Context: an optimization exercise on an open-source flow, tuned for small area. The choices shown serve that exercise and are no tape-out recipe.
The RTL was checked by simulation tests, not by an equivalence proof against the original design.
In every run shown here, the design's own scripts or RTL, not TritonCTS, make the clock network.
The clock input has no modelled driver; a real chip could not lean on it and would need a root buffer or a full tree.
No activity file was given, so power comes from the tool's default toggle rates.

### flow/config.mk
export PLATFORM = sky130hd
export DESIGN_NAME = rb_window_stream
export DESIGN_NICKNAME = rb_window_stream
export VERILOG_FILES = /design/flow/design.v
export SDC_FILE = /design/flow/constraint.sdc
export NUM_CORES = 4
export LEC_CHECK = 0
export CAP_MARGIN = 20
export CORE_MARGIN = 2
export CORE_UTILIZATION = 75
export GPL_TIMING_DRIVEN = 0
export SLEW_MARGIN = 20
### flow/constraint.sdc
create_clock -name core_clock -period 5.0 [get_ports {clk}]
set_input_delay 1.0000 -clock core_clock [delete_from_list [all_inputs] [get_ports {clk}]]
set_output_delay 1.0000 -clock core_clock [all_outputs]
set_load 0.01 [all_outputs]
### flow/design.v
module rb_window_stream #(
    parameter int PIXEL_WIDTH = 8,
    parameter int K           = 3,
    parameter int IMG_WIDTH   = 128,
    parameter int IMG_HEIGHT  = 128
) (
    input  logic                                 clk,
    input  logic                                 rst,
    input  logic                                 in_valid,
    output logic                                 in_ready,
    input  logic [PIXEL_WIDTH-1:0]               in_pixel,
    input  logic                                 in_sof,
    output logic                                 out_valid,
    input  logic                                 out_ready,
    output logic [K*PIXEL_WIDTH-1:0]             out_col,
    output logic [$clog2(IMG_WIDTH)-1:0]         out_x,
    output logic [$clog2(IMG_HEIGHT)-1:0]        out_y,
    output logic                                 out_eof
);
    localparam int XW    = $clog2(IMG_WIDTH);
    localparam int YW    = $clog2(IMG_HEIGHT);
    localparam int PW    = PIXEL_WIDTH;
    localparam int DEPTH = (K - 1) * IMG_WIDTH + 1;    
    localparam logic [XW-1:0] X_LAST = XW'(IMG_WIDTH - 1);
    localparam logic [YW-1:0] Y_LAST = YW'(IMG_HEIGHT - 1);
    localparam logic [YW-1:0] Y_PRIM = YW'(K - 1);
    logic              adv;
    logic              accept;
    logic              move;        
    logic              s1_valid_reg;
    logic              s1_sof_reg;
    logic [PW-1:0]     s1_pixel_reg;
    logic              out_full_reg;
    logic [XW-1:0]     out_x_reg;   
    logic [YW-1:0]     out_y_reg;
    logic [XW-1:0]     s1_x;
    logic [YW-1:0]     s1_y;
    logic [PW-1:0]     sr [DEPTH];
    assign adv    = !out_valid || out_ready;
    assign in_ready = adv && !rst;
    assign accept = in_valid && adv && !rst;
    assign move   = adv && s1_valid_reg;
    always_comb begin
        if (s1_sof_reg) begin
            s1_x = '0;
            s1_y = '0;
        end else if (out_x_reg == X_LAST) begin
            s1_x = '0;
            s1_y = (out_y_reg == Y_LAST) ? '0 : out_y_reg + YW'(1);
        end else begin
            s1_x = out_x_reg + XW'(1);
            s1_y = out_y_reg;
        end
    end
    always_ff @(posedge clk) begin
        if (accept) begin
            s1_pixel_reg <= in_pixel;
            s1_sof_reg   <= in_sof;
        end
    end
    always_ff @(posedge clk) begin
        if (move) begin
            sr[0] <= s1_pixel_reg;
            for (int i = 1; i < DEPTH; i++) sr[i] <= sr[i-1];
        end
    end
    always_ff @(posedge clk) begin
        if (rst) begin
            s1_valid_reg <= 1'b0;
            out_full_reg <= 1'b0;
            out_x_reg    <= X_LAST;
            out_y_reg    <= Y_LAST;
        end else begin
            if (adv) begin
                s1_valid_reg <= accept;
                out_full_reg <= s1_valid_reg;
            end
            if (move) begin
                out_x_reg <= s1_x;
                out_y_reg <= s1_y;
            end
        end
    end
    assign out_valid = out_full_reg && (out_y_reg >= Y_PRIM);
    assign out_x     = out_x_reg;
    assign out_y     = out_y_reg;
    assign out_eof   = (out_x_reg == X_LAST) && (out_y_reg == Y_LAST);
    generate
        for (genvar k = 0; k < K; k++) begin : g_col
            assign out_col[(K-1-k)*PW +: PW] = sr[k*IMG_WIDTH];
        end
    endgenerate
endmodule
### flow/flow/run.sh
#!/bin/bash
# Standard layout, except: the clock tree is built by hand as 104 balanced leaf
# clusters under 13 mid-level buffers and one root buffer (flow/cts_hook.tcl);
# the shift register's enable is buffered by hand (flow/resize_hook.tcl), with
# placement not timing-driven so that it adds no buffers of its own; and each
# port gets the smallest buffer.
set -euo pipefail
export PRE_CTS_TCL="$PWD/flow/cts_hook.tcl"
export PRE_RESIZE_TCL="$PWD/flow/resize_hook.tcl"
export BUFFER_PORTS_ARGS="-buffer_cell sky130_fd_sc_hd__buf_1"
bash standard.sh > standard.log 2>&1
### flow/flow/cts_hook.tcl
# Runs before clock_tree_synthesis in ORFS's cts.tcl: builds the clock tree by
# hand (flow/trees.tcl) and turns the CTS call that follows into a no-op; the
# rest of the CTS step (legalisation, timing repair) runs as usual.
source [file join [file dirname [info script]] trees.tcl]
tr_clock clk {{104 sky130_fd_sc_hd__clkbuf_8} {13 sky130_fd_sc_hd__clkbuf_8} {1 sky130_fd_sc_hd__clkbuf_16}}
set_propagated_clock [all_clocks]
rename clock_tree_synthesis ""
proc clock_tree_synthesis {args} { puts "clock_tree_synthesis skipped: tree built by flow/trees.tcl" }
### flow/flow/resize_hook.tcl
# Runs before repair_design in ORFS's resize.tcl: buffers the shift register's
# enable (the net with the most sinks) by hand as 24 clusters under 3
# mid-level buffers (flow/trees.tcl), and keeps repair_design to the smaller
# buffers.
source [file join [file dirname [info script]] trees.tcl]
set_dont_use {sky130_fd_sc_hd__buf_6 sky130_fd_sc_hd__buf_8 sky130_fd_sc_hd__buf_12 sky130_fd_sc_hd__buf_16 sky130_fd_sc_hd__bufinv_8 sky130_fd_sc_hd__bufinv_16 sky130_fd_sc_hd__bufbuf_8 sky130_fd_sc_hd__bufbuf_16}
tr_fanout {{24 sky130_fd_sc_hd__buf_4} {3 sky130_fd_sc_hd__buf_4}}
### flow/flow/trees.tcl
# Hand-built buffer trees. The sinks of a net are split by recursive bisection
# into equal-sized clusters, each driven by a buffer at its centre; the
# buffers of each level are grouped the same way under the next level's.

proc tr_split {items n} {
  # items: list of {iterm x y}; returns n groups of near-equal size, split
  # recursively across the wider side of their bounding box
  if {$n <= 1} { return [list $items] }
  set xs [lmap e $items {lindex $e 1}]; set ys [lmap e $items {lindex $e 2}]
  set dx [expr {[tcl::mathfunc::max {*}$xs] - [tcl::mathfunc::min {*}$xs]}]
  set dy [expr {[tcl::mathfunc::max {*}$ys] - [tcl::mathfunc::min {*}$ys]}]
  set k [expr {$dx >= $dy ? 1 : 2}]
  set s [lsort -real -index $k $items]
  set n1 [expr {$n / 2}]
  set h [expr {([llength $s] * $n1 + $n / 2) / $n}]
  return [concat [tr_split [lrange $s 0 [expr {$h-1}]] $n1] [tr_split [lrange $s $h end] [expr {$n - $n1}]]]
}

# Drive each group from a new buffer at the group's centre; returns the new
# buffers' inputs as the next level's items.
proc tr_level {groups master prefix sigtype} {
  set block [ord::get_db_block]
  set m [[ord::get_db] findMaster $master]
  set next {}
  set i 0
  foreach g $groups {
    set net [odb::dbNet_create $block "${prefix}_${i}_net"]
    $net setSigType $sigtype
    set buf [odb::dbInst_create $block $m "${prefix}_${i}"]
    foreach e $g {
      set it [lindex $e 0]
      if {[$it getNet] ne "NULL"} { $it disconnect }
      $it connect $net
    }
    [$buf findITerm X] connect $net
    set sx 0; set sy 0
    foreach e $g { set sx [expr {$sx + [lindex $e 1]}]; set sy [expr {$sy + [lindex $e 2]}] }
    set cx [expr {int($sx / [llength $g])}]; set cy [expr {int($sy / [llength $g])}]
    $buf setLocation $cx $cy
    $buf setPlacementStatus PLACED
    lappend next [list [$buf findITerm A] $cx $cy]
    incr i
  }
  return $next
}

proc tr_item {it} {
  set b [[$it getInst] getBBox]
  return [list $it [expr {([$b xMin]+[$b xMax])/2}] [expr {([$b yMin]+[$b yMax])/2}]]
}

# Build the tree for net's sinks (iterms); levels: list of {count master}
# from the leaves up. The top level's inputs go back on net.
proc tr_build {net sinks levels prefix sigtype} {
  set items [lmap it $sinks {tr_item $it}]
  puts "buffer tree $prefix: [llength $items] sinks on [$net getName]"
  set li 0
  foreach lv $levels {
    lassign $lv n master
    set items [tr_level [tr_split $items $n] $master "${prefix}_l${li}" $sigtype]
    puts "buffer tree $prefix: level $li, [llength $items] x $master"
    incr li
  }
  foreach e $items { [lindex $e 0] connect $net }
}

# The clock tree: every flip-flop's clock pin on the clock net.
proc tr_clock {clk_net_name levels} {
  set net [[ord::get_db_block] findNet $clk_net_name]
  set sinks {}
  foreach it [$net getITerms] {
    if {[[[$it getInst] getMaster] isSequential]} { lappend sinks $it }
  }
  tr_build $net $sinks $levels ct CLOCK
}

# The signal net with the most sinks (the shift register's enable).
proc tr_widest_net {} {
  set best NULL; set bn 0
  foreach net [[ord::get_db_block] getNets] {
    if {[$net getSigType] ne "SIGNAL"} { continue }
    set n [llength [$net getITerms]]
    if {$n > $bn} { set bn $n; set best $net }
  }
  return $best
}

proc tr_fanout {levels} {
  set net [tr_widest_net]
  set sinks {}
  foreach it [$net getITerms] {
    if {[$it getIoType] eq "INPUT"} { lappend sinks $it }
  }
  tr_build $net $sinks $levels ft SIGNAL
}
### flow/standard.sh
#!/bin/bash
# synth_recipe.tcl (not shown) runs the flow's synth.tcl, then flattens the netlist and writes it again
# the make line also repeats each setting of config.mk as NAME=value (left out here)
make -C /OpenROAD-flow-scripts/flow DESIGN_CONFIG=/design/flow/config.mk WORK_HOME=/design/flow/orfs CLKGATE_MAP_FILE= SYNTH_SCRIPT=/design/flow/synth_recipe.tcl "${@:-finish}"
==> results of run 1 <==
-- per-stage QoR --
step | std cells | utilization | setup slack [ns] | hold WS (ns) | cell area, sq um
2_1_floorplan | 2174 | - | -28.03 | 0.400 | 63000
3_3_place_gp | 3306 | 0.773 | -35.39 | 0.401 | 64500
3_5_place_dp | 3333 | 0.776 | 1.35 | 0.405 | 64700
4_1_cts | 3451 | 0.795 | 1.48 | 0.390 | 66300
5_1_grt | 3451 | 0.795 | 1.27 | 0.408 | 66300
6_report | 3451 | 0.795 | 1.48 | 0.419 | 66300
-- synth_stat cells, types with 3 or more instances --
cell	n	share of area
a211o_1	4	0.00056
a311o_1	4	0.00064
a31oi_1	4	0.00040
buf_2	3	0.00024
clkbuf_1	3	0.00018
dfxtp_1	16	0.0051
edfxtp_1	2065	0.99
ha_1	3	0.00060
inv_1	9	0.00054
nand3_1	5	0.00040
nand4_1	3	0.00030
nor2_1	11	0.00066
nor3_1	5	0.00040
o21ai_0	4	0.00032
o31a_1	4	0.00056
-- layout make-up --
class,instances,area share
buffer,155,0.0286
sequential,2081,0.939
multi-input combinational,74,0.00809
tap,1080,0.0204
timing repair buffer,52,0.00294
inverter,9,0.000566
-- worst min-delay path by stage --
stage	end	slack (ns)	cells past startpoint
detailed placement	sr[105][7]	0.40	0
finish	sr[196][2]	0.42	0
global route	s1_sof_reg	0.41	1
CTS	s1_sof_reg	0.39	1
global placement	sr[2][1]	0.40	0
floorplan	sr[0][0]	0.40	0
-- cells by family after synthesis --
family | count (synthesis)
AOI/OAI and AO/OA | 33
buffers and inverters | 19
and+or+nand+nor | 37
muxes | 1
adders and majority gates | 3
DFF | 2081
-- layer usage --
metal  vias to the layer above  wire length, um
met2                       358            26200
met5                         -                0
met4                         0             1790
met3                       125             2510
met1                     10200            33000
li1                       9082                -
-- critical path, cell delays in order, from the launching register on --
cell and delay [ns]:
dfxtp_1 0.47, inv_1 0.10, ha_1 0.24, nor4_4 0.23
a22oi_2 0.20, buf_6 0.18, clkinvlp_4 0.26, buf_4 0.32
buf_4 0.82, o21ai_0 0.22, a211o_1 0.36
-- power breakdown --
| group | internal (mW) | switching [mW] | leakage, nW | total (mW) |
|---|---|---|---|---|
| sequential | 19.3 | 0.0595 | 14.0 | 19.4 |
| combinational | 0.0589 | 0.432 | 0.456 | 0.491 |
| clock | 2.16 | 4.19 | 0.854 | 6.35 |
==> flow_summary.ini, run 1 <==
[yosys]
synthAdderAreaFrac = 0.000596
ys.warnings.count = 2
ys_ff_latch = 2081
synth-main-ff-cell = edfxtp_1
syn_nets = 2190
synth-seq-area-share = 0.990
synth_xor_area_frac = 0
synth-edff-count = 2065
netlist_area_sq_um = 63000
synthSimpleGateAreaFrac = 0.00344
synth_cell_type_count = 40
syn-instance-count = 2174
synthMuxAreaShare = 0.000159
synth_top_family_by_area = compound AO/OA/AOI/OAI gates
async_flop_share = 0
syn_avg_cell_area_sq_um = 29.0
synth-compound-area-share = 0.00421

[grt]
gr-total-overflow = 0
top_usage_layer = met1
grt_pass1_wl_um = 98900
grt_pass1_vias = 18400
antenna_found_initial = 0
track_usage = 0.142
use_met2 = 0.190
grt_max_degree = 87
met1_usage = 0.255
use_met3 = 0.0207

[clock_network]
cts_hold_buf = 0
cts_resized = 0
worstSkewPairLatency_ns = 0.69
post_cts_buffers = 0
path_clk_slew_ns = 0.12

[finish]
final_common_cell = edfxtp_1
final-seq-area_sq_um = 62300
multiInputGateArea_sq_um = 537
largest_register_ffs = 2056
layout_common_cells = edfxtp_1 (2,065), clkbuf_8 (117), buf_1 (53)
layout.nets = 2389
area.growth.synth_to_final_pct = 5.39
final_layout_size_suffix_gt1_frac = 0.0662
antenna_cells = 0
fill_cells = 3772

[routing]
ant_nets = 0
drtPass1Iterations = 8
wl_per_cell_um = 18.4
vias = 19800
drt_iter0_markers = 1403
route.detailed.drc = 0
vias_per_cell = 5.74
wl_um = 63500

[timing]
post-route-min-period_ns = 3.52
slew_violations = 0
fin_tns_setup_ns = 0
skew_ns = 0.0349
hold_viol = 0
min_period_over_period = 0.705
setup_viol_count_final = 0
max_slew_margin = 0.331
rsz0062_at_grt = no
worst_pin_slew_ns = 1.00
max_freq_mhz = 284

[power_and_ir_drop]
total_power_mw = 26.2
max-vdd-ir-drop_mv = 0.295
power.density_nw_per_um2 = 395
p_leak_nw = 15.3

[setup_path]
crit_path_end_kind = flop
cp.required_ns = 5.59
cp.arrival_ns = 4.12
path_max_fanout = 86
ff2ff_setup_slack_ns = 1.48
r2r-end = out_x_reg[4]
crit_type = flop to flop
cp-endpoint = out_x_reg[4]
regToRegStartpoint = out_y_reg[0]
crit_start = out_y_reg[0]
rr_worst_depth = 10
start_kind = flop

[run_status]
status = timing/DRC/antenna clean

[hold_path]
hp-class = flop to flop
hp-start = sr[195][2]

[floorplan]
die_w_um = 294
io_pins = 54
core-area_sq_um = 83400
dieArea_sq_um = 86300
start_util = 0.755
dieHeight_um = 294
rows = 106

[placement]
hpwl_um = 27000
io_buffers = 52
gp_congestion = 0.732

[flow_run]
drv_cap = 0
==> run 2: changes to the inputs <==
--- a/flow/flow/cts_hook.tcl
+++ b/flow/flow/cts_hook.tcl
@@ -3,5 +3,5 @@
 # rest of the CTS step (legalisation, timing repair) runs as usual.
 source [file join [file dirname [info script]] trees.tcl]
-tr_clock clk {{104 sky130_fd_sc_hd__clkbuf_8} {13 sky130_fd_sc_hd__clkbuf_8} {1 sky130_fd_sc_hd__clkbuf_16}}
+tr_clock clk {{104 sky130_fd_sc_hd__clkbuf_8} {13 sky130_fd_sc_hd__clkbuf_8} {4 sky130_fd_sc_hd__clkbuf_8} {1 sky130_fd_sc_hd__clkbuf_16}}
 set_propagated_clock [all_clocks]
 rename clock_tree_synthesis ""
==> run 2 against run 1 <==
Total power increased by 0.39%; area after synthesis unchanged; sequential cell count unchanged; clock skew increased by 0.038 ns; design area about the same; critical path type unchanged; highest routed layer unchanged.
==> flow_summary.ini, run 2 <==
[yosys]
syn_avg_cell_area_sq_um = 29.0
synth.most_common_cell = edfxtp_1
synth_cell_type_count = 40
netlist_area_sq_um = 63000
synth-edff-count = 2065
ys.warnings.count = 2
synth-seq-area-share = 0.990
ys_ff_latch = 2081
synth_commonest_cells = edfxtp_1 (2,065), dfxtp_1 (16), nor2_1 (11), inv_1 (9)
synth-main-ff-cell = edfxtp_1
syn_nets = 2190
synth_top_cell_area_share = 0.985
synth_top_cell_by_area = edfxtp_1
async_flop_share = 0
syn-instance-count = 2174
synthTopCellsByArea = edfxtp_1 (99%), dfxtp_1 (0.51%), nor2_1 (0.066%), a311o_1 (0.064%), ha_1 (0.060%)

[timing]
max_freq_mhz = 285
worst_pin_slew_ns = 1.00
fin_tns_setup_ns = 0
min_period_over_period = 0.702
max_slew_margin = 0.332
hold_ws_ns = 0.380
skew_ns = 0.0725
slew_violations = 0
setup_viol_count_final = 0
rsz0062_at_grt = no
post-route-min-period_ns = 3.51
hold_viol = 0

[finish]
final_cell_area_sq_um = 66400
layout_common_cells = edfxtp_1 (2,065), clkbuf_8 (121), buf_1 (53)
final_common_cell = edfxtp_1
layout.nets = 2393
largest_register_ffs = 2056
fill_cells = 3760
final-seq-area_sq_um = 62300
area.growth.synth_to_final_pct = 5.49
final_layout_size_suffix_gt1_frac = 0.0678
multiInputGateArea_sq_um = 537

[grt]
grt_max_degree = 87
gr-total-overflow = 0
grt_pass1_wl_um = 99200
track_usage = 0.143
antenna_found_initial = 1
grt_pass1_vias = 18400

[routing]
vias = 19800
drtPass1Iterations = 6
wl_um = 63800
vias_per_cell = 5.73
wl_per_cell_um = 18.4
drt_iter0_markers = 1397
route.detailed.drc = 0
ant_nets = 0

[setup_path]
crit_type = flop to flop
cp.required_ns = 5.68
regToRegStartpoint = out_y_reg[0]
path_max_fanout = 86
cp.arrival_ns = 4.19
r2r-end = out_x_reg[4]
rr_worst_depth = 10
ff2ff_setup_slack_ns = 1.49
crit_start = out_y_reg[0]
start_kind = flop
crit_path_end_kind = flop

[floorplan]
core-area_sq_um = 83400
start_util = 0.755
dieHeight_um = 294
die_w_um = 294
io_pins = 54
rows = 106
dieArea_sq_um = 86300

[hold_path]
hp-start = in_sof
whs_path_depth = 1
hp-class = primary input to flop
hold_end = s1_sof_reg

[clock_network]
cts_resized = 0
worstSkewPairLatency_ns = 0.78
cts_hold_buf = 0
path_clk_slew_ns = 0.12
post_cts_buffers = 0

[placement]
gp_congestion = 0.732
placed_area_sq_um = 64700
io_buffers = 52
hpwl_um = 27000

[power_and_ir_drop]
max-vdd-ir-drop_mv = 0.295
p_leak_nw = 15.4
total_power_mw = 26.3
power.density_nw_per_um2 = 397

[flow_run]
drv_cap = 0

[run_status]
status = timing/DRC/antenna clean
## run 2: cell count changes in the layout (fill, tap and decap cells not counted), sizes merged
cell	change
diode	+1
clkbuf	+4
## run 2: report_power, final
part	internal (mW)	switching, mW	leakage, nW
clock network	2.23	4.22	0.882
registers	19.3	0.0599	14.0
logic	0.0589	0.432	0.456
## run 2: layout make-up
type                            count  area share
Antenna cell                        1   0.0000377
Buffer                            159      0.0294
Inverter                            9    0.000565
Multi-Input combinational cell     74     0.00808
Sequential cell                  2081       0.939
Tap cell                         1080      0.0203
Timing Repair Buffer               52     0.00294
## run 2: critical path: stages (launching register included)
cell and delay, ns:
dfxtp_1 0.47, inv_1 0.10, ha_1 0.24, nor4_4 0.22
a22oi_2 0.20, buf_6 0.18, clkinvlp_4 0.26, buf_4 0.31
buf_4 0.82, o21ai_0 0.22, a211o_1 0.36
## run 2: how the worst max path moves through the flow
stage          cells after the start      endpoint  slack [ns]
2_1_floorplan                      4      sr[0][0]      -28.03
3_3_place_gp                       5    sr[252][5]      -35.39
3_5_place_dp                       9  out_x_reg[4]        1.35
4_1_cts                           10  out_x_reg[4]        1.48
5_1_grt                           10  out_x_reg[4]        1.27
6_report                          10  out_x_reg[4]        1.49
## run 2: kinds of logic (layout without fill, tap and decap cells)
logic type | count (synthesis) | count (layout) | synth area share
AO/OA/AOI/OAI | 33 | 33 | 0.00421
adder cells (fa/ha/maj) | 3 | 3 | 0.000596
buffers and inverters | 19 | 220 | 0.00145
flip-flops | 2081 | 2081 | 0.990
multiplexers | 1 | 1 | 0.000159
other | 0 | 1 | 0
AND/OR/NAND/NOR | 37 | 37 | 0.00344
## run 2: stage by stage
stage	std cells	util	setup slack, ns
final	3456	0.796	1.49
after global routing	3455	0.796	1.27
after CTS	3455	0.796	1.48
after detailed placement	3333	0.776	1.35
after global placement	3306	0.773	-35.39
after floorplan	2174	-	-28.03
## run 2: layer usage
layer  up-vias  routed length, um  track usage
li1       9094                  -            -
met1     10200              33000        0.255
met2       353              26100        0.190
met3       146               2750       0.0230
met4         0               1830       0.0387
met5         -                  0            0
==> run 3: changes to the inputs <==
--- a/flow/flow/cts_hook.tcl
+++ b/flow/flow/cts_hook.tcl
@@ -3,5 +3,5 @@
 # rest of the CTS step (legalisation, timing repair) runs as usual.
 source [file join [file dirname [info script]] trees.tcl]
-tr_clock clk {{104 sky130_fd_sc_hd__clkbuf_8} {13 sky130_fd_sc_hd__clkbuf_8} {4 sky130_fd_sc_hd__clkbuf_8} {1 sky130_fd_sc_hd__clkbuf_16}}
+tr_clock clk {{104 sky130_fd_sc_hd__clkbuf_8} {13 sky130_fd_sc_hd__clkbuf_16} {1 sky130_fd_sc_hd__clkbuf_16}}
 set_propagated_clock [all_clocks]
 rename clock_tree_synthesis ""
==> run 3 against run 2 <==
Still clean; worst setup slack lost 0.0014 ns; sequential share of layout area is 0.13 points lower; clock skew is 0.049 ns lower; fmax hardly changed; clock power is 2% higher; design area is 0.13% higher; sequential power hardly changed; sequential cell count stayed put; total power grew 0.61%; critical path type unchanged; critical endpoint unchanged.
==> flow_summary.ini, run 3 <==
[yosys]
async_flop_share = 0
syn_avg_cell_area_sq_um = 29.0
netlist_area_sq_um = 63000
synth-main-ff-cell = edfxtp_1
synth_cell_type_count = 40
syn-instance-count = 2174
synth_commonest_cells = edfxtp_1 (2,065), dfxtp_1 (16), nor2_1 (11), inv_1 (9)
syn_nets = 2190
synth-seq-area-share = 0.990
synth_top_cell_by_area = edfxtp_1
synth.most_common_cell = edfxtp_1
synthTopCellsByArea = edfxtp_1 (99%), dfxtp_1 (0.51%), nor2_1 (0.066%), a311o_1 (0.064%), ha_1 (0.060%)
ys.warnings.count = 2
synth-edff-count = 2065
synth_top_cell_area_share = 0.985
ys_ff_latch = 2081

[placement]
io_buffers = 52
gp_congestion = 0.732
hpwl_um = 27000

[timing]
worst_pin_slew_ns = 0.999
max_slew_margin = 0.334
slew_violations = 0
setup_viol_count_final = 0
max_freq_mhz = 285
fin_tns_setup_ns = 0
rsz0062_at_grt = no
min_period_over_period = 0.702
hold_viol = 0
skew_ns = 0.0233
hold_ws_ns = 0.417
post-route-min-period_ns = 3.51

[finish]
layout.nets = 2389
final_common_cell = edfxtp_1
fill_cells = 3757
antenna_cells = 0
multiInputGateArea_sq_um = 537
final-seq-area_sq_um = 62300
area.growth.synth_to_final_pct = 5.63
final_layout_size_suffix_gt1_frac = 0.0662
layout_common_cells = edfxtp_1 (2,065), clkbuf_8 (104), buf_1 (53)
largest_register_ffs = 2056

[routing]
drtPass1Iterations = 5
route.detailed.drc = 0
wl_per_cell_um = 18.4
vias_per_cell = 5.74
vias = 19800
drt_iter0_markers = 1430
ant_nets = 0
wl_um = 63500

[power_and_ir_drop]
power.density_nw_per_um2 = 398
p_leak_nw = 15.4
max-vdd-ir-drop_mv = 0.310

[setup_path]
cp.arrival_ns = 4.11
crit_type = flop to flop
cp-endpoint = out_x_reg[4]
crit_path_top_delay_cell = buf_4
start_kind = flop
crit_path_end_kind = flop
path_cells = inv_1 > ha_1 > nor4_4 > a22oi_2 > buf_6 > clkinvlp_4 > buf_4 > buf_4 > o21ai_0 > a211o_1
r2r-end = out_x_reg[4]
ff2ff_setup_slack_ns = 1.49
crit_path_max_incr_delay_ns = 0.81
rr_worst_depth = 10
cp.required_ns = 5.60
cp_common_cell = buf_4
crit_start = out_y_reg[0]
regToRegStartpoint = out_y_reg[0]
path_max_fanout = 86

[grt]
gr-total-overflow = 0
antenna_found_initial = 0
grt_pass1_wl_um = 98900
grt_max_degree = 87
grt_pass1_vias = 18300
track_usage = 0.142

[clock_network]
cts_hold_buf = 0
post_cts_buffers = 0
worstSkewPairLatency_ns = 0.70
cts_resized = 0
path_clk_slew_ns = 0.12

[hold_path]
hp-class = flop to flop
whs_path_depth = 0

[flow_run]
drv_cap = 0

[floorplan]
die_w_um = 294
start_util = 0.755
dieHeight_um = 294
io_pins = 54
core-area_sq_um = 83400
rows = 106
dieArea_sq_um = 86300

[run_status]
status = timing/DRC/antenna clean
==> run 3: changes by cell type in the layout (fill, tap and decap cells not counted), sizes merged <==
| cell | delta |
|---|---|
| clkbuf | -4 |
| diode | -1 |
==> run 3: worst min-delay path by stage <==
stage / from / end / slack, ns
floorplan: s1_pixel_reg[0] / sr[0][0] / 0.40
global placement: sr[1][1] / sr[2][1] / 0.40
detailed placement: sr[104][7] / sr[105][7] / 0.40
CTS: in_sof / s1_sof_reg / 0.38
global route: in_sof / s1_sof_reg / 0.39
finish: sr[222][5] / sr[223][5] / 0.42
==> run 3: area by class of cell <==
| cell class | count | area share |
|---|---|---|
| sequential | 2081 | 0.937 |
| inverter | 9 | 0.000565 |
| buffer | 155 | 0.0307 |
| tap | 1080 | 0.0203 |
| multi-input combinational | 74 | 0.00807 |
| timing repair buffer | 52 | 0.00294 |
==> run 3: layer usage <==
metal	routed length, um	up-vias	track usage
met5	0	-	0
met4	1750	0	0.0361
met3	2780	147	0.0233
met2	26000	370	0.190
met1	32900	10200	0.254
li1	-	9082	-
==> run 3: cell families after synthesis <==
kind of cell | Yosys count | synth area share
buffers and inverters | 19 | 0.00145
adder cells (fa/ha/maj) | 3 | 0.000596
multiplexers | 1 | 0.000159
AO/OA/AOI/OAI | 33 | 0.00421
AND/OR/NAND/NOR | 37 | 0.00344
flip-flops | 2081 | 0.990
==> run 3: worst max-delay path, delay by kind of cell (launching register included) <==
| kind | cells | cell delay [ns] |
|---|---|---|
| buf+inv | 5 | 1.67 |
| flops | 1 | 0.47 |
| compound gates | 3 | 0.77 |
| simple gates | 1 | 0.23 |
| fa+ha+maj | 1 | 0.24 |
==> run 3: per-stage QoR <==
| step | power (mW) | setup WS, ns | util | std cells | area, sq um |
|---|---|---|---|---|---|
| final | 26.5 | 1.49 | 0.797 | 3451 | 66500 |
| after global routing | 27.4 | 1.27 | 0.797 | 3451 | 66500 |
| after CTS | 26.9 | 1.48 | 0.797 | 3451 | 66500 |
| after detailed placement | 20.3 | 1.35 | 0.776 | 3333 | 64700 |
| after global placement | 21.7 | -35.39 | 0.773 | 3306 | 64500 |
| after floorplan | 21.3 | -28.03 | - | 2174 | 63000 |
==> run 3: power breakdown <==
group / leakage, nW / internal [mW] / switching [mW] / total, mW
clock: 0.920 / 2.39 / 4.23 / 6.62
combinational: 0.456 / 0.0589 / 0.432 / 0.490
sequential: 14.0 / 19.3 / 0.0593 / 19.4
==> run 4: changes to the inputs <==
--- a/flow/flow/cts_hook.tcl
+++ b/flow/flow/cts_hook.tcl
@@ -3,5 +3,5 @@
 # rest of the CTS step (legalisation, timing repair) runs as usual.
 source [file join [file dirname [info script]] trees.tcl]
-tr_clock clk {{104 sky130_fd_sc_hd__clkbuf_8} {13 sky130_fd_sc_hd__clkbuf_16} {1 sky130_fd_sc_hd__clkbuf_16}}
+tr_clock clk {{104 sky130_fd_sc_hd__clkbuf_8} {13 sky130_fd_sc_hd__clkbuf_8} {1 sky130_fd_sc_hd__clkbuf_16}}
 set_propagated_clock [all_clocks]
 rename clock_tree_synthesis ""
--- a/flow/flow/trees.tcl
+++ b/flow/flow/trees.tcl
@@ -75,10 +75,16 @@
 }
 
-# The signal net with the most sinks (the shift register's enable).
+# The signal net with the most sinks (the shift register's enable); nets
+# that reach a clock pin are skipped.
 proc tr_widest_net {} {
   set best NULL; set bn 0
   foreach net [[ord::get_db_block] getNets] {
     if {[$net getSigType] ne "SIGNAL"} { continue }
-    set n [llength [$net getITerms]]
+    set its [$net getITerms]
+    set n [llength $its]
+    if {$n <= $bn} { continue }
+    set clock 0
+    foreach it $its { if {[[$it getMTerm] getSigType] eq "CLOCK"} { set clock 1; break } }
+    if {$clock} { continue }
     if {$n > $bn} { set bn $n; set best $net }
   }
==> run 4 against run 3 <==
Die area unchanged; clock power down 4.1%; register-to-register slack about the same; global-route usage about the same; area after synthesis unchanged; sequential cell count unchanged; critical path depth unchanged; final cell count unchanged; total power down 1.0%; critical endpoint unchanged; largest power group unchanged; highest routed layer unchanged.
==> flow_summary.ini, run 4 <==
[timing]
skew_ns = 0.0349
fin_tns_setup_ns = 0
rsz0062_at_grt = no
slew_violations = 0
hold_viol = 0
max_freq_mhz = 284
min_period_over_period = 0.705
setup_viol_count_final = 0
post-route-min-period_ns = 3.52
worst_pin_slew_ns = 1.00
max_slew_margin = 0.331

[clock_network]
worstSkewPairLatency_ns = 0.69
path_clk_slew_ns = 0.12
cts_hold_buf = 0
post_cts_buffers = 0
cts_resized = 0

[finish]
largest_register_ffs = 2056
fill_cells = 3772
final_cell_area_sq_um = 66300
area.growth.synth_to_final_pct = 5.39
final_layout_size_suffix_gt1_frac = 0.0662
antenna_cells = 0
final-seq-area_sq_um = 62300
layout_common_cells = edfxtp_1 (2,065), clkbuf_8 (117), buf_1 (53)
fin_util = 0.795
final_common_cell = edfxtp_1
layout.nets = 2389
multiInputGateArea_sq_um = 537

[grt]
gr-total-overflow = 0
grt_max_degree = 87
track_usage = 0.142
antenna_found_initial = 0
grt_pass1_vias = 18400
grt_pass1_wl_um = 98900

[yosys]
synthTopCellsByArea = edfxtp_1 (99%), dfxtp_1 (0.51%), nor2_1 (0.066%), a311o_1 (0.064%), ha_1 (0.060%)
async_flop_share = 0
synth_top_cell_area_share = 0.985
synth_cell_type_count = 40
synth.most_common_cell = edfxtp_1
synth-seq-area-share = 0.990
syn-instance-count = 2174
synth-edff-count = 2065
syn_nets = 2190
netlist_area_sq_um = 63000
synth-main-ff-cell = edfxtp_1
syn_avg_cell_area_sq_um = 29.0
synth_commonest_cells = edfxtp_1 (2,065), dfxtp_1 (16), nor2_1 (11), inv_1 (9)
ys_ff_latch = 2081
synth_top_cell_by_area = edfxtp_1
ys.warnings.count = 2

[floorplan]
io_pins = 54
dieArea_sq_um = 86300
dieHeight_um = 294
rows = 106
core-area_sq_um = 83400
die_w_um = 294
start_util = 0.755

[hold_path]
hp-class = flop to flop

[setup_path]
cp.required_ns = 5.59
path_max_fanout = 86
cp.arrival_ns = 4.12
start_kind = flop
crit_type = flop to flop
crit_path_end_kind = flop

[power_and_ir_drop]
total_power_mw = 26.2
power.density_nw_per_um2 = 395
max-vdd-ir-drop_mv = 0.295
p_leak_nw = 15.3

[routing]
drtPass1Iterations = 8
wl_per_cell_um = 18.4
vias_per_cell = 5.74
wl_um = 63500
drt_iter0_markers = 1403
ant_nets = 0
route.detailed.drc = 0
vias = 19800

[run_status]
status = timing/DRC/antenna clean

[placement]
gp_congestion = 0.732
hpwl_um = 27000
io_buffers = 52
placed_area_sq_um = 64700

[flow_run]
drv_cap = 0
-- run 4: cell counts after synthesis --
No cell type changed its count.
-- run 4: worst paths after layout --
check	start	to	slack (ns)	depth (start not counted)
min reg2reg	sr[195][2]	sr[196][2]	0.42	0
max	out_y_reg[0]	out_x_reg[4]	1.48	10
min	sr[195][2]	sr[196][2]	0.42	0
max reg2reg	out_y_reg[0]	out_x_reg[4]	1.48	10
-- run 4: cell type report --
class / instances / share of cell area
buffer: 155 / 0.0286
inverter: 9 / 0.000566
multi-input combinational: 74 / 0.00809
sequential: 2081 / 0.939
tap: 1080 / 0.0204
timing repair buffer: 52 / 0.00294
-- run 4: critical path, cell delays in order, from the launching register on --
cell and delay [ns]:
dfxtp_1 0.47, inv_1 0.10, ha_1 0.24, nor4_4 0.23, a22oi_2 0.20, buf_6 0.18, clkinvlp_4 0.26, buf_4 0.32
buf_4 0.82, o21ai_0 0.22, a211o_1 0.36
-- run 4: kinds of logic (layout without fill, tap and decap cells) --
group                    after synthesis  after routing  share of synthesized area
AO/OA/AOI/OAI                         33             33                    0.00421
multiplexers                           1              1                   0.000159
AND/OR/NAND/NOR                       37             37                    0.00344
adder cells (fa/ha/maj)                3              3                   0.000596
buffers and inverters                 19            216                    0.00145
flip-flops                          2081           2081                      0.990
-- run 4: metal layers --
metal | wire [um] | GRT usage | share of wire
met5 | 0 | 0 | 0
met4 | 1790 | 0.0387 | 0.028
met3 | 2510 | 0.0207 | 0.040
met2 | 26200 | 0.190 | 0.41
met1 | 33000 | 0.255 | 0.52
-- run 4: report_power, final --
part | internal, mW | leakage, nW | switching [mW]
clock | 2.16 | 0.854 | 4.19
combinational | 0.0589 | 0.456 | 0.432
sequential | 19.3 | 14.0 | 0.0595
total | 21.5 | 15.3 | 4.69
-- run 4: through the flow --
stage / setup slack (ns) / hold slack (ns) / std cells
5_1_grt: 1.27 / 0.408 / 3451
2_1_floorplan: -28.03 / 0.400 / 2174
3_5_place_dp: 1.35 / 0.405 / 3333
4_1_cts: 1.48 / 0.390 / 3451
3_3_place_gp: -35.39 / 0.401 / 3306
6_report: 1.48 / 0.419 / 3451
==> run 5: changes to the inputs <==
==> flow/flow/cts_hook.tcl (replaced) <==
# Runs at the start of ORFS's cts.tcl: builds the clock tree by hand
# (flow/trees.tcl) and turns the CTS call that follows, and the cloning of
# clock inverters before it, into no-ops; the rest of the CTS step
# (legalisation, timing repair) runs as usual.
source [file join [file dirname [info script]] trees.tcl]
tr_clock clk {{96 sky130_fd_sc_hd__inv_8} {12 sky130_fd_sc_hd__inv_16} {2 sky130_fd_sc_hd__clkbuf_16} {1 sky130_fd_sc_hd__clkbuf_16}}
set_propagated_clock [all_clocks]
rename repair_clock_inverters ""
proc repair_clock_inverters {args} { puts "repair_clock_inverters skipped: tree built by flow/trees.tcl" }
rename clock_tree_synthesis ""
proc clock_tree_synthesis {args} { puts "clock_tree_synthesis skipped: tree built by flow/trees.tcl" }
--- a/flow/flow/trees.tcl
+++ b/flow/flow/trees.tcl
@@ -33,5 +33,7 @@
       $it connect $net
     }
-    [$buf findITerm X] connect $net
+    foreach it [$buf getITerms] {
+      if {[$it getIoType] eq "OUTPUT"} { $it connect $net }
+    }
     set sx 0; set sy 0
     foreach e $g { set sx [expr {$sx + [lindex $e 1]}]; set sy [expr {$sy + [lindex $e 2]}] }
==> run 5 against run 4 <==
Area after synthesis stayed put; design area fell by 0.36%; first-iteration DRC count increased by 9.3%; synthesized cell count unchanged; total power is 0.51% lower; clock skew down 0.013 ns; register-to-register slack about the same.
==> flow_summary.ini, run 5 <==
[run_status]
status = timing/DRC/antenna clean

[timing]
worst_pin_slew_ns = 1.01
max_freq_mhz = 283
fin_tns_setup_ns = 0
post-route-min-period_ns = 3.54
layout_setup_ws_ns = 1.46
slew_violations = 0
min_period_over_period = 0.707
hold_viol = 0
skew_ns = 0.0215
max_slew_margin = 0.329
setup_viol_count_final = 0
rsz0062_at_grt = no

[finish]
layout_common_cells = edfxtp_1 (2,065), inv_8 (96), buf_1 (53)
antenna_cells = 0
layout.nets = 2382
instances_no_fill = 3444
fill_cells = 3870
final_common_cell = edfxtp_1
largest_register_ffs = 2056
fin_util = 0.792
final_layout_size_suffix_gt1_frac = 0.0635
area.growth.synth_to_final_pct = 5.01

[power_and_ir_drop]
p_seq_frac = 0.743
p_sw_frac = 0.221
max-vdd-ir-drop_mv = 0.283
power.density_nw_per_um2 = 395
switchingPower_mw = 5.78
combPwrFrac = 0.019
p_leak_nw = 15.2
power.internal_mw = 20.3
total_power_mw = 26.1
p_clk_frac = 0.238

[routing]
ant_nets = 0
vias_per_cell = 5.77
route.met2.wl_um = 25700
drtPass1Iterations = 6
vias = 19900
route.detailed.drc = 0
wl_met1_um = 33300
maxUsedRoutingLayer = met4
wl_met3_um = 2320
wl_per_cell_um = 18.4
wl_um = 63300
drt_iter0_markers = 1534

[floorplan]
start_util = 0.755
dieArea_sq_um = 86300
core-area_sq_um = 83400
rows = 106
io_pins = 54
die_w_um = 294
dieHeight_um = 294

[yosys]
ys_ff_latch = 2081
synth_commonest_cells = edfxtp_1 (2,065), dfxtp_1 (16), nor2_1 (11), inv_1 (9)
netlist_area_sq_um = 63000
synth.most_common_cell = edfxtp_1
synth_cell_type_count = 40
synth_top_cell_area_share = 0.985
ys.warnings.count = 2
synth_top_cell_by_area = edfxtp_1
synth-edff-count = 2065
syn_avg_cell_area_sq_um = 29.0
synthTopCellsByArea = edfxtp_1 (99%), dfxtp_1 (0.51%), nor2_1 (0.066%), a311o_1 (0.064%), ha_1 (0.060%)
syn-instance-count = 2174
async_flop_share = 0
synth-main-ff-cell = edfxtp_1
syn_nets = 2190
synth-seq-area-share = 0.990

[clock_network]
cts_hold_buf = 0
worstSkewPairLatency_ns = 0.71
post_cts_buffers = 0
path_clk_slew_ns = 0.11
cts_resized = 0

[setup_path]
path_max_fanout = 86
ff2ff_setup_slack_ns = 1.46
cp.required_ns = 5.61
start_kind = flop
cp.arrival_ns = 4.14
crit_type = flop to flop
crit_path_end_kind = flop

[grt]
track_usage = 0.142
grt_pass1_vias = 18300
grt_max_degree = 87
grt_pass1_wl_um = 98900
antenna_found_initial = 0
gr-total-overflow = 0

[flow_run]
drv_cap = 0

[placement]
pre_cts_ws_ns = 1.35
io_buffers = 52
gp_congestion = 0.732
hpwl_um = 27000
place_inst = 3333

[hold_path]
hp-class = flop to flop
==> run 5: layout make-up <==
| class | count | area (sq um) | area share |
|---|---|---|---|
| flip-flops and latches | 2081 | 62300 | 0.943 |
| plain buffers | 40 | 335 | 0.00507 |
| well taps | 1080 | 1350 | 0.0204 |
| repair buffers | 52 | 195 | 0.00295 |
| multi-input cells | 74 | 537 | 0.00812 |
| inverters | 117 | 1360 | 0.0206 |
==> run 5: kinds of logic after synthesis <==
family | Yosys count | synth area share
flip-flops | 2081 | 0.990
AND/OR/NAND/NOR | 37 | 0.00344
AO/OA/AOI/OAI | 33 | 0.00421
buffers and inverters | 19 | 0.00145
adder cells (fa/ha/maj) | 3 | 0.000596
multiplexers | 1 | 0.000159
==> run 5: power groups by stage <==
stage	Sequential [mW]	Clock, mW	Combinational [mW]
after detailed placement	19.8	0	0.506
after floorplan	21.0	0	0.348
after global routing	19.4	7.09	0.553
after CTS	19.4	6.57	0.494
after global placement	21.3	0	0.436
final	19.4	6.22	0.492
==> run 5: stage by stage <==
stage	area [sq um]	hold WS, ns
6_report	66100	0.417
3_5_place_dp	64700	0.405
3_3_place_gp	64500	0.401
2_1_floorplan	63000	0.400
4_1_cts	66100	0.416
5_1_grt	66100	0.410
==> run 5: final timing paths <==
| check | from | to | cells after the start |
|---|---|---|---|
| setup / recovery | out_y_reg[0] | out_x_reg[4] | 10 |
| hold / removal | sr[213][5] | sr[214][5] | 0 |
| setup reg to reg | out_y_reg[0] | out_x_reg[4] | 10 |
| hold reg to reg | sr[213][5] | sr[214][5] | 0 |
==> run 5: metal layers <==
metal  global-route usage  up-vias
li1                     -     9150
met3               0.0181      159
met1                0.259    10200
met2                0.186      354
met5                    0        -
met4               0.0422        0
==> run 5: worst max-delay path, cell delays in order (launching register included) <==
cell and delay [ns]:
dfxtp_1 0.46, inv_1 0.10, ha_1 0.24, nor4_4 0.22, a22oi_2 0.21, buf_6 0.19, clkinvlp_4 0.26, buf_4 0.31
buf_4 0.81, o21ai_0 0.22, a211o_1 0.35
==> run 6: changes to the inputs <==
--- a/flow/flow/cts_hook.tcl
+++ b/flow/flow/cts_hook.tcl
@@ -4,5 +4,5 @@
 # (legalisation, timing repair) runs as usual.
 source [file join [file dirname [info script]] trees.tcl]
-tr_clock clk {{96 sky130_fd_sc_hd__inv_8} {12 sky130_fd_sc_hd__inv_16} {2 sky130_fd_sc_hd__clkbuf_16} {1 sky130_fd_sc_hd__clkbuf_16}}
+tr_clock clk {{96 sky130_fd_sc_hd__inv_8} {12 sky130_fd_sc_hd__inv_16} {1 sky130_fd_sc_hd__clkbuf_16}}
 set_propagated_clock [all_clocks]
 rename repair_clock_inverters ""
==> run 6 against run 5 <==
Still clean on timing, DRC and antenna; critical path depth unchanged; core utilization fell by 0.060 points; clock skew is essentially flat; clock power down 2%; via count is 0.35% lower; combinational power about the same; largest cell class unchanged.
==> flow_summary.ini, run 6 <==
[floorplan]
dieArea_sq_um = 86300
dieHeight_um = 294
rows = 106
core-area_sq_um = 83400
die_w_um = 294
io_pins = 54
start_util = 0.755

[setup_path]
crit_path_max_incr_delay_ns = 0.81
crit_path_top_delay_cell = buf_4
cp.required_ns = 5.70
crit_path_end_kind = flop
start_kind = flop
path_max_fanout = 86
crit_type = flop to flop
cp_common_cell = buf_4
cp.arrival_ns = 4.20
path_cells = inv_1 > ha_1 > nor4_4 > a22oi_2 > buf_6 > clkinvlp_4 > buf_4 > buf_4 > o21ai_0 > a211o_1

[finish]
largest_register_ffs = 2056
final_layout_size_suffix_gt1_frac = 0.0627
final_common_cell = edfxtp_1
final_cell_area_sq_um = 66100
layout_common_cells = edfxtp_1 (2,065), inv_8 (96), buf_1 (53)
layout.nets = 2380
area.growth.synth_to_final_pct = 4.94
fin_util = 0.792
instances_no_fill = 3442
antenna_cells = 0

[hold_path]
hp-class = primary input to flop

[power_and_ir_drop]
total_power_mw = 26.0
max-vdd-ir-drop_mv = 0.563
power.density_nw_per_um2 = 394
p_leak_nw = 15.2

[timing]
setup_viol_count_final = 0
min_period_over_period = 0.700
layout_setup_ws_ns = 1.50
max_slew_margin = 0.329
skew_ns = 0.0219
fin_tns_setup_ns = 0
hold_ws_ns = 0.361
hold_viol = 0
rsz0062_at_grt = no
worst_pin_slew_ns = 1.01
slew_violations = 0
max_freq_mhz = 286
post-route-min-period_ns = 3.50

[yosys]
synth-seq-area-share = 0.990
async_flop_share = 0
ys.warnings.count = 2
syn_avg_cell_area_sq_um = 29.0
syn_nets = 2190
ys_ff_latch = 2081
netlist_area_sq_um = 63000
syn-instance-count = 2174
synth_commonest_cells = edfxtp_1 (2,065), dfxtp_1 (16), nor2_1 (11), inv_1 (9)
synth-edff-count = 2065
synth_top_cell_by_area = edfxtp_1
synth.most_common_cell = edfxtp_1
synth_cell_type_count = 40
synth_top_cell_area_share = 0.985
synth-main-ff-cell = edfxtp_1
synthTopCellsByArea = edfxtp_1 (99%), dfxtp_1 (0.51%), nor2_1 (0.066%), a311o_1 (0.064%), ha_1 (0.060%)

[routing]
drtPass1Iterations = 5
vias = 19800
vias_per_cell = 5.76
route.detailed.drc = 0
wl_um = 63300
wl_per_cell_um = 18.4
ant_nets = 0
drt_iter0_markers = 1539

[clock_network]
worstSkewPairLatency_ns = 0.80
cts_resized = 0
path_clk_slew_ns = 0.11
cts_hold_buf = 0
post_cts_buffers = 0

[grt]
grt_max_degree = 87
antenna_found_initial = 0
grt_pass1_vias = 18300
track_usage = 0.142
gr-total-overflow = 0
grt_pass1_wl_um = 98900

[placement]
hpwl_um = 27000
placed_area_sq_um = 64700
io_buffers = 52
pre_cts_ws_ns = 1.35
gp_congestion = 0.732
place_inst = 3333

[run_status]
status = timing/DRC/antenna clean

[flow_run]
drv_cap = 0
==> run 6: cell counts after synthesis <==
No cell type changed its count.
==> run 6: logic make-up after synthesis <==
group,count (synthesis),share of synthesized area
simple gates,37,0.00344
buf+inv,19,0.00145
mux,1,0.000159
flops,2081,0.990
compound gates,33,0.00421
fa+ha+maj,3,0.000596
==> run 6: final timing paths <==
| check | start | endpoint | slack, ns | cells past startpoint |
|---|---|---|---|---|
| worst min register to register | sr[213][5] | sr[214][5] | 0.42 | 0 |
| worst max-delay path | out_y_reg[0] | out_x_reg[4] | 1.50 | 10 |
| worst max register to register | out_y_reg[0] | out_x_reg[4] | 1.50 | 10 |
| worst min-delay path | in_sof | s1_sof_reg | 0.36 | 1 |
==> run 6: layer usage <==
metal,share of wire,vias up,GRT usage
met5,0,-,0
met1,0.53,10200,0.259
met2,0.41,349,0.186
met4,0.030,0,0.0408
met3,0.037,148,0.0187
li1,-,9145,-
==> run 6: area by class of cell <==
type | instances | area, sq um
multi-input cells | 74 | 537
repair buffers | 52 | 195
well taps | 1080 | 1350
fillers | 3875 | 17400
inverters | 117 | 1360
flip-flops and latches | 2081 | 62300
plain buffers | 38 | 285
==> run 6: power breakdown <==
part | internal [mW] | switching, mW | leakage [nW]
Sequential | 19.3 | 0.0601 | 14.0
Combinational | 0.0589 | 0.433 | 0.456
Clock | 0.849 | 5.27 | 0.711
Total | 20.2 | 5.76 | 15.2
==> run 6: critical path, delay by kind of cell, from the launching register on <==
family	cells	cell delay, ns
adders and majority gates	1	0.24
DFF	1	0.47
and+or+nand+nor	1	0.22
buffers and inverters	5	1.68
AOI/OAI and AO/OA	3	0.77
==> run 7: changes to the inputs <==
--- a/flow/flow/cts_hook.tcl
+++ b/flow/flow/cts_hook.tcl
@@ -4,5 +4,5 @@
 # (legalisation, timing repair) runs as usual.
 source [file join [file dirname [info script]] trees.tcl]
-tr_clock clk {{96 sky130_fd_sc_hd__inv_8} {12 sky130_fd_sc_hd__inv_16} {1 sky130_fd_sc_hd__clkbuf_16}}
+tr_clock clk {{88 sky130_fd_sc_hd__inv_8} {11 sky130_fd_sc_hd__inv_16} {1 sky130_fd_sc_hd__clkbuf_16}}
 set_propagated_clock [all_clocks]
 rename repair_clock_inverters ""
==> run 7 against run 6 <==
Still clean on timing, DRC and antenna; critical path depth unchanged; sequential power about the same; worst setup slack got worse by 0.026 ns; core utilization is 0.13 points lower; first-iteration DRC count decreased by 3.2%; synthesized cell count unchanged; combinational power fell by 0.8%; design area is 0.17% lower; register-to-register slack got worse by 0.03 ns; die area is the same; clock power shrank 3.8%; global-route usage is 0.090 points lower; critical path type unchanged; critical endpoint unchanged; largest cell class unchanged.
==> flow_summary.ini, run 7 <==
[timing]
max_slew_margin = 0.334
post-route-min-period_ns = 3.53
hold_viol = 0
hold_ws_ns = 0.386
slew_violations = 0
worst_pin_slew_ns = 0.998
min_period_over_period = 0.706
setup_viol_count_final = 0
max_freq_mhz = 283
rsz0062_at_grt = no
fin_tns_setup_ns = 0
skew_ns = 0.0286
layout_setup_ws_ns = 1.47

[grt]
grt_max_degree = 87
grt_pass1_wl_um = 98400
track_usage = 0.141
gr-total-overflow = 0
grt_pass1_vias = 18200
antenna_found_initial = 0

[power_and_ir_drop]
p_leak_nw = 15.1
max-vdd-ir-drop_mv = 0.527
power.density_nw_per_um2 = 391

[setup_path]
rr_worst_depth = 10
regToRegStartpoint = out_y_reg[0]
path_cells = inv_1 > ha_1 > nor4_4 > a22oi_2 > buf_6 > clkinvlp_4 > buf_4 > buf_4 > o21ai_0 > a211o_1
ff2ff_setup_slack_ns = 1.47
crit_path_end_kind = flop
start_kind = flop
r2r-end = out_x_reg[4]
path_max_fanout = 86
crit_type = flop to flop
crit_path_top_delay_cell = buf_4
crit_path_max_incr_delay_ns = 0.82
cp_common_cell = buf_4
crit_start = out_y_reg[0]
cp.arrival_ns = 4.20
cp.required_ns = 5.67
cp-endpoint = out_x_reg[4]

[routing]
vias = 19700
ant_nets = 0
drtPass1Iterations = 6
drt_iter0_markers = 1489
wl_um = 62700
wl_per_cell_um = 18.3
route.detailed.drc = 0
vias_per_cell = 5.73

[hold_path]
hp-class = primary input to flop

[finish]
antenna_cells = 0
area.growth.synth_to_final_pct = 4.76
layout_common_cells = edfxtp_1 (2,065), inv_8 (88), buf_1 (53)
fin_util = 0.791
layout.nets = 2371
instances_no_fill = 3433
largest_register_ffs = 2056
final_layout_size_suffix_gt1_frac = 0.0591
final_common_cell = edfxtp_1

[flow_run]
drv_cap = 0

[clock_network]
worstSkewPairLatency_ns = 0.77
cts_hold_buf = 0
cts_resized = 0
post_cts_buffers = 0
path_clk_slew_ns = 0.12

[yosys]
synth-seq-area-share = 0.990
syn_nets = 2190
synth_commonest_cells = edfxtp_1 (2,065), dfxtp_1 (16), nor2_1 (11), inv_1 (9)
synth.most_common_cell = edfxtp_1
ys_ff_latch = 2081
ys.warnings.count = 2
netlist_area_sq_um = 63000
syn-instance-count = 2174
synthTopCellsByArea = edfxtp_1 (99%), dfxtp_1 (0.51%), nor2_1 (0.066%), a311o_1 (0.064%), ha_1 (0.060%)
synth_cell_type_count = 40
syn_avg_cell_area_sq_um = 29.0
synth-main-ff-cell = edfxtp_1
synth_top_cell_area_share = 0.985
async_flop_share = 0
synth_top_cell_by_area = edfxtp_1
synth-edff-count = 2065

[floorplan]
dieArea_sq_um = 86300
io_pins = 54
start_util = 0.755
dieHeight_um = 294
core-area_sq_um = 83400
rows = 106
die_w_um = 294

[placement]
hpwl_um = 27000
pre_cts_ws_ns = 1.35
io_buffers = 52
gp_congestion = 0.732
place_inst = 3333

[run_status]
status = timing/DRC/antenna clean
-- run 7: per-layer routing --
| metal | GRT usage | vias up | part of all wire |
|---|---|---|---|
| met4 | 0.0345 | 0 | 0.026 |
| met5 | 0 | - | 0 |
| met1 | 0.255 | 10100 | 0.52 |
| met2 | 0.189 | 318 | 0.41 |
| li1 | - | 9113 | - |
| met3 | 0.0200 | 124 | 0.037 |
-- run 7: area by class of cell --
| class | instances | area [sq um] |
|---|---|---|
| plain buffers | 38 | 285 |
| repair buffers | 52 | 195 |
| inverters | 108 | 1250 |
| flip-flops and latches | 2081 | 62300 |
| multi-input cells | 74 | 537 |
| well taps | 1080 | 1350 |
| fillers | 3906 | 17500 |
-- run 7: worst min path at each step --
stage                 endpoint       startpoint  slack [ns]  cells past startpoint
3_3_place_gp          sr[2][1]         sr[1][1]        0.40                      0
3_5_place_dp        sr[105][7]       sr[104][7]        0.40                      0
4_1_cts        s1_pixel_reg[7]      in_pixel[7]        0.33                      1
5_1_grt             s1_sof_reg           in_sof        0.35                      1
2_1_floorplan         sr[0][0]  s1_pixel_reg[0]        0.40                      0
6_report       s1_pixel_reg[7]      in_pixel[7]        0.39                      1
-- run 7: critical path, delay by kind of cell (launching register included) --
family / cells / cell delay [ns]
DFF: 1 / 0.47
buffers and inverters: 5 / 1.67
and+or+nand+nor: 1 / 0.23
adders and majority gates: 1 / 0.24
AOI/OAI and AO/OA: 3 / 0.77
-- run 7: cells by family after synthesis --
logic type	after synthesis	synth area share
AOI/OAI and AO/OA	33	0.00421
muxes	1	0.000159
and+or+nand+nor	37	0.00344
buffers and inverters	19	0.00145
DFF	2081	0.990
adders and majority gates	3	0.000596
-- run 7: where the power goes --
part / internal [mW] / leakage, nW / switching (mW) / total (mW)
Sequential: 19.3 / 14.0 / 0.0595 / 19.4
Combinational: 0.0589 / 0.456 / 0.429 / 0.488
Clock: 0.785 / 0.652 / 5.11 / 5.89
-- run 7: metrics by stage --
stage / cell area, sq um / total power [mW]
6_report: 65900 / 25.8
5_1_grt: 65900 / 26.7
4_1_cts: 65900 / 26.1
3_5_place_dp: 64700 / 20.3
3_3_place_gp: 64500 / 21.7
2_1_floorplan: 63000 / 21.3
==> run 8: changes to the inputs <==
--- a/flow/flow/cts_hook.tcl
+++ b/flow/flow/cts_hook.tcl
@@ -4,5 +4,5 @@
 # (legalisation, timing repair) runs as usual.
 source [file join [file dirname [info script]] trees.tcl]
-tr_clock clk {{88 sky130_fd_sc_hd__inv_8} {11 sky130_fd_sc_hd__inv_16} {1 sky130_fd_sc_hd__clkbuf_16}}
+tr_clock clk {{80 sky130_fd_sc_hd__inv_8} {10 sky130_fd_sc_hd__inv_16} {2 sky130_fd_sc_hd__clkbuf_16} {1 sky130_fd_sc_hd__clkbuf_16}}
 set_propagated_clock [all_clocks]
 rename repair_clock_inverters ""
==> run 8 against run 7 <==
Clock skew fell by 0.0026 ns; sequential power barely moved; hold slack better by 0.033 ns; clock power fell by 1%; design area about the same; routed wire length up 0.44%; fmax up 0.12%; via count is 0.71% higher; final cell count fell by 0.20%; sequential share of layout area up 0.086 points; die area unchanged; worst setup slack better by 0.0042 ns; critical endpoint unchanged; largest power group unchanged.
==> flow_summary.ini, run 8 <==
[yosys]
synth_cell_type_count = 40
synth_commonest_cells = edfxtp_1 (2,065), dfxtp_1 (16), nor2_1 (11), inv_1 (9)
synth-edff-count = 2065
synth.most_common_cell = edfxtp_1
ys_ff_latch = 2081
netlist_area_sq_um = 63000
synth_top_cell_area_share = 0.985
synth_top_cell_by_area = edfxtp_1
synth-main-ff-cell = edfxtp_1
ys.warnings.count = 2
synth-seq-area-share = 0.990
syn_avg_cell_area_sq_um = 29.0
synthTopCellsByArea = edfxtp_1 (99%), dfxtp_1 (0.51%), nor2_1 (0.066%), a311o_1 (0.064%), ha_1 (0.060%)
syn_nets = 2190
syn-instance-count = 2174
async_flop_share = 0

[setup_path]
cp_common_cell = buf_4
cpLargestDelayFamily = buffers and inverters
cp.required_ns = 5.59
r2r-end = out_x_reg[4]
crit_type = flop to flop
worst-path-buf-inv = 5
cp.depth = 10
path_max_fanout = 86
ff2ff_setup_slack_ns = 1.48
crit_path_top_delay_cell = buf_4
regToRegStartpoint = out_y_reg[0]
crit_path_end_kind = flop
path_cells = inv_1 > ha_1 > nor4_4 > a22oi_2 > buf_6 > clkinvlp_4 > buf_4 > buf_4 > o21ai_0 > a211o_1
cp.arrival_ns = 4.11
rr_worst_depth = 10
crit_path_max_incr_delay_ns = 0.81
start_kind = flop

[finish]
layout_common_cells = edfxtp_1 (2,065), inv_8 (80), buf_1 (53)
instances_no_fill = 3426
final_cell_area_sq_um = 65900
final_common_cell = edfxtp_1
area.growth.synth_to_final_pct = 4.66
antenna_cells = 0
largest_register_ffs = 2056
fill_cells = 3916
layout.nets = 2364
final_layout_size_suffix_gt1_frac = 0.0563

[floorplan]
io_pins = 54
core-area_sq_um = 83400
rows = 106
dieArea_sq_um = 86300
dieHeight_um = 294
die_w_um = 294
start_util = 0.755

[placement]
place_inst = 3333
io_buffers = 52
gp_congestion = 0.732
placed_area_sq_um = 64700
hpwl_um = 27000

[routing]
vias_per_cell = 5.78
wl_per_cell_um = 18.4
vias = 19800
drt_iter0_markers = 1572
drtPass1Iterations = 6
route.detailed.drc = 0
wl_um = 63000
ant_nets = 0

[timing]
skew_ns = 0.0259
hold_ws_ns = 0.419
slew_violations = 0
worst_pin_slew_ns = 0.999
setup_viol_count_final = 0
post-route-min-period_ns = 3.52
rsz0062_at_grt = no
max_slew_margin = 0.334
min_period_over_period = 0.705
max_freq_mhz = 284
hold_viol = 0
fin_tns_setup_ns = 0

[clock_network]
path_clk_slew_ns = 0.12
post_cts_buffers = 0
worstSkewPairLatency_ns = 0.69
cts_hold_buf = 0
cts_resized = 0

[hold_path]
hold_end = sr[4][2]
hp-class = flop to flop
whs_path_depth = 0
hp-start = sr[3][2]

[grt]
grt_pass1_wl_um = 98500
grt_pass1_vias = 18100
track_usage = 0.142
gr-total-overflow = 0
grt_max_degree = 87
antenna_found_initial = 0

[power_and_ir_drop]
max-vdd-ir-drop_mv = 0.325
power.density_nw_per_um2 = 390
total_power_mw = 25.7
p_leak_nw = 15.1

[flow_run]
drv_cap = 0

[run_status]
status = timing/DRC/antenna clean
run 8: cell counts after synthesis:
No cell type changed its count.
run 8: logic make-up (layout without fill, tap and decap cells):
kind of cell | count (synthesis) | after routing | share of synthesized area
and+or+nand+nor | 37 | 37 | 0.00344
AOI/OAI and AO/OA | 33 | 33 | 0.00421
adders and majority gates | 3 | 3 | 0.000596
DFF | 2081 | 2081 | 0.990
muxes | 1 | 1 | 0.000159
buffers and inverters | 19 | 191 | 0.00145
run 8: worst max-delay path by stage:
| stage | start | endpoint | slack [ns] |
|---|---|---|---|
| CTS | out_y_reg[0] | out_x_reg[4] | 1.49 |
| global placement | out_ready | sr[252][5] | -35.39 |
| finish | out_y_reg[0] | out_x_reg[4] | 1.48 |
| detailed placement | out_ready | out_x_reg[4] | 1.35 |
| floorplan | out_ready | sr[0][0] | -28.03 |
| global route | out_y_reg[0] | out_x_reg[4] | 1.27 |
run 8: through the flow:
| stage | util | setup slack [ns] |
|---|---|---|
| 6_report | 0.790 | 1.48 |
| 5_1_grt | 0.790 | 1.27 |
| 4_1_cts | 0.790 | 1.49 |
| 3_5_place_dp | 0.776 | 1.35 |
| 3_3_place_gp | 0.773 | -35.39 |
| 2_1_floorplan | - | -28.03 |
run 8: cell type report:
type                       instances  area, sq um  area share
inverter                          99         1140      0.0173
timing repair buffer              52          195     0.00296
sequential                      2081        62300       0.946
buffer                            40          335     0.00509
multi-input combinational         74          537     0.00815
tap                             1080         1350      0.0205
run 8: where the power goes:
part / leakage, nW / internal, mW / switching (mW)
combinational: 0.456 / 0.0589 / 0.431
clock: 0.619 / 0.809 / 5.01
sequential: 14.0 / 19.3 / 0.0596
run 8: layer usage:
metal / GRT usage / wire [um] / vias up
met5: 0 / 0 / -
li1: - / - / 9106
met3: 0.0200 / 2490 / 144
met1: 0.258 / 32900 / 10200
met2: 0.187 / 25900 / 353
met4: 0.0366 / 1810 / 0
run 8: worst register-to-register path: cells and delay by family (launching register included):
kind                     cells  cell delay, ns
buffers and inverters        5            1.66
AO/OA/AOI/OAI                3            0.82
flip-flops                   1            0.47
adder cells (fa/ha/maj)      1            0.24
AND/OR/NAND/NOR              1            0.22
==> run 9: changes to the inputs <==
--- a/flow/flow/cts_hook.tcl
+++ b/flow/flow/cts_hook.tcl
@@ -4,5 +4,5 @@
 # (legalisation, timing repair) runs as usual.
 source [file join [file dirname [info script]] trees.tcl]
-tr_clock clk {{80 sky130_fd_sc_hd__inv_8} {10 sky130_fd_sc_hd__inv_16} {2 sky130_fd_sc_hd__clkbuf_16} {1 sky130_fd_sc_hd__clkbuf_16}}
+tr_clock clk {{56 sky130_fd_sc_hd__inv_12} {8 sky130_fd_sc_hd__inv_16} {2 sky130_fd_sc_hd__clkbuf_16} {1 sky130_fd_sc_hd__clkbuf_16}}
 set_propagated_clock [all_clocks]
 rename repair_clock_inverters ""
==> run 9 against run 8 <==
Critical endpoint unchanged; routed wire length decreased by 0.14%; synthesized cell count unchanged; sequential cell count unchanged; largest power group unchanged.
==> flow_summary.ini, run 9 <==
[yosys]
synth_top_cell_area_share = 0.985
syn-instance-count = 2174
synth_commonest_cells = edfxtp_1 (2,065), dfxtp_1 (16), nor2_1 (11), inv_1 (9)
ys.warnings.count = 2
netlist_area_sq_um = 63000
synth-edff-count = 2065
synth-main-ff-cell = edfxtp_1
synth-seq-area-share = 0.990
synth_cell_type_count = 40
synth.most_common_cell = edfxtp_1
synth_top_cell_by_area = edfxtp_1
async_flop_share = 0
syn_nets = 2190
synthTopCellsByArea = edfxtp_1 (99%), dfxtp_1 (0.51%), nor2_1 (0.066%), a311o_1 (0.064%), ha_1 (0.060%)
ys_ff_latch = 2081
syn_avg_cell_area_sq_um = 29.0

[timing]
setup_viol_count_final = 0
post-route-min-period_ns = 3.51
rsz0062_at_grt = no
skew_ns = 0.0278
worst_pin_slew_ns = 1.00
slew_violations = 0
fin_tns_setup_ns = 0
min_period_over_period = 0.703
max_freq_mhz = 285
hold_viol = 0
max_slew_margin = 0.333

[hold_path]
whs_path_depth = 0
hp-class = flop to flop
hold_end = sr[226][5]
hp-start = sr[225][5]

[setup_path]
cp.arrival_ns = 4.08
crit_type = flop to flop
start_kind = flop
regToRegStartpoint = out_y_reg[0]
r2r-end = out_x_reg[4]
path_max_fanout = 86
ff2ff_setup_slack_ns = 1.49
cp.required_ns = 5.57
crit_path_end_kind = flop
rr_worst_depth = 10

[power_and_ir_drop]
p_sw_frac = 0.212
power.internal_mw = 20.2
max-vdd-ir-drop_mv = 0.330
power.density_nw_per_um2 = 389
p_leak_nw = 15.0
combPwrFrac = 0.019
p_clk_frac = 0.223
p_seq_frac = 0.757
switchingPower_mw = 5.42

[grt]
grt_pass1_vias = 18000
grt_max_degree = 87
antenna_found_initial = 0
track_usage = 0.140
grt_pass1_wl_um = 97500
gr-total-overflow = 0

[floorplan]
start_util = 0.755
rows = 106
dieArea_sq_um = 86300
core-area_sq_um = 83400
io_pins = 54
die_w_um = 294
dieHeight_um = 294

[routing]
wl_per_cell_um = 18.5
drt_iter0_markers = 1360
ant_nets = 0
drtPass1Iterations = 7
route.detailed.drc = 0
wl_um = 62900
vias_per_cell = 5.76
vias = 19600

[finish]
area.growth.synth_to_final_pct = 4.62
final_layout_size_suffix_gt1_frac = 0.0457
largest_register_ffs = 2056
fill_cells = 3912
final_cell_area_sq_um = 65900
final_common_cell = edfxtp_1
layout_common_cells = edfxtp_1 (2,065), inv_12 (56), buf_1 (53)
layout.nets = 2338
antenna_cells = 0

[clock_network]
post_cts_buffers = 0
cts_hold_buf = 0
worstSkewPairLatency_ns = 0.66
path_clk_slew_ns = 0.13
cts_resized = 0

[flow_run]
drv_cap = 0

[placement]
placed_area_sq_um = 64700
gp_congestion = 0.732
io_buffers = 52
hpwl_um = 27000

[run_status]
status = timing/DRC/antenna clean
run 9: metal layers:
metal	track usage	part of all wire	vias to the layer above
li1	-	-	9025
met1	0.252	0.52	10200
met2	0.193	0.42	275
met3	0.0180	0.034	96
met4	0.0279	0.021	0
met5	0	0	-
run 9: how the worst max path moves through the flow:
stage	slack [ns]	cells past startpoint	endpoint	startpoint
after detailed placement	1.35	9	out_x_reg[4]	out_ready
after floorplan	-28.03	4	sr[0][0]	out_ready
after global routing	1.28	10	out_x_reg[4]	out_y_reg[0]
final	1.49	10	out_x_reg[4]	out_y_reg[0]
after global placement	-35.39	5	sr[252][5]	out_ready
after CTS	1.49	10	out_x_reg[4]	out_y_reg[0]
run 9: cell families (layout without fill, tap and decap cells):
| family | Yosys count | after routing | synth area share |
|---|---|---|---|
| AOI/OAI and AO/OA | 33 | 33 | 0.00421 |
| adders and majority gates | 3 | 3 | 0.000596 |
| buffers and inverters | 19 | 165 | 0.00145 |
| DFF | 2081 | 2081 | 0.990 |
| muxes | 1 | 1 | 0.000159 |
| and+or+nand+nor | 37 | 37 | 0.00344 |
run 9: power groups by stage:
stage	sequential, mW	combinational [mW]	clock, mW
3_5_place_dp	19.8	0.506	0
5_1_grt	19.4	0.553	6.49
3_3_place_gp	21.3	0.436	0
4_1_cts	19.4	0.495	6.03
2_1_floorplan	21.0	0.348	0
6_report	19.4	0.491	5.72
run 9: through the flow:
step	setup WS (ns)	power, mW	hold slack (ns)	instances	utilization
6_report	1.49	25.6	0.423	3400	0.789
3_5_place_dp	1.35	20.3	0.405	3333	0.776
4_1_cts	1.49	25.9	0.428	3400	0.789
2_1_floorplan	-28.03	21.3	0.400	2174	-
3_3_place_gp	-35.39	21.7	0.401	3306	0.773
5_1_grt	1.28	26.5	0.429	3400	0.789
run 9: area by class of cell:
| cell class | instances | area [sq um] | area share |
|---|---|---|---|
| multi-input combinational | 74 | 537 | 0.00815 |
| tap | 1080 | 1350 | 0.0205 |
| inverter | 73 | 1110 | 0.0168 |
| sequential | 2081 | 62300 | 0.946 |
| buffer | 40 | 335 | 0.00509 |
| timing repair buffer | 52 | 195 | 0.00296 |
run 9: critical path: stages, from the launching register on:
cell        delay [ns]
dfxtp_1           0.47
inv_1             0.11
ha_1              0.24
nor4_4            0.22
a22oi_2           0.20
buf_6             0.18
clkinvlp_4        0.25
buf_4             0.31
buf_4             0.80
o21ai_0           0.22
a211o_1           0.35

Check on run 9: ideal ports give 1.487 ns setup slack; a clkbuf_16 on the clock port and buf_2 on the inputs give 1.487 ns; moving port delays by the midpoint clock arrival (0.717 ns) as well gives 1.428 ns.
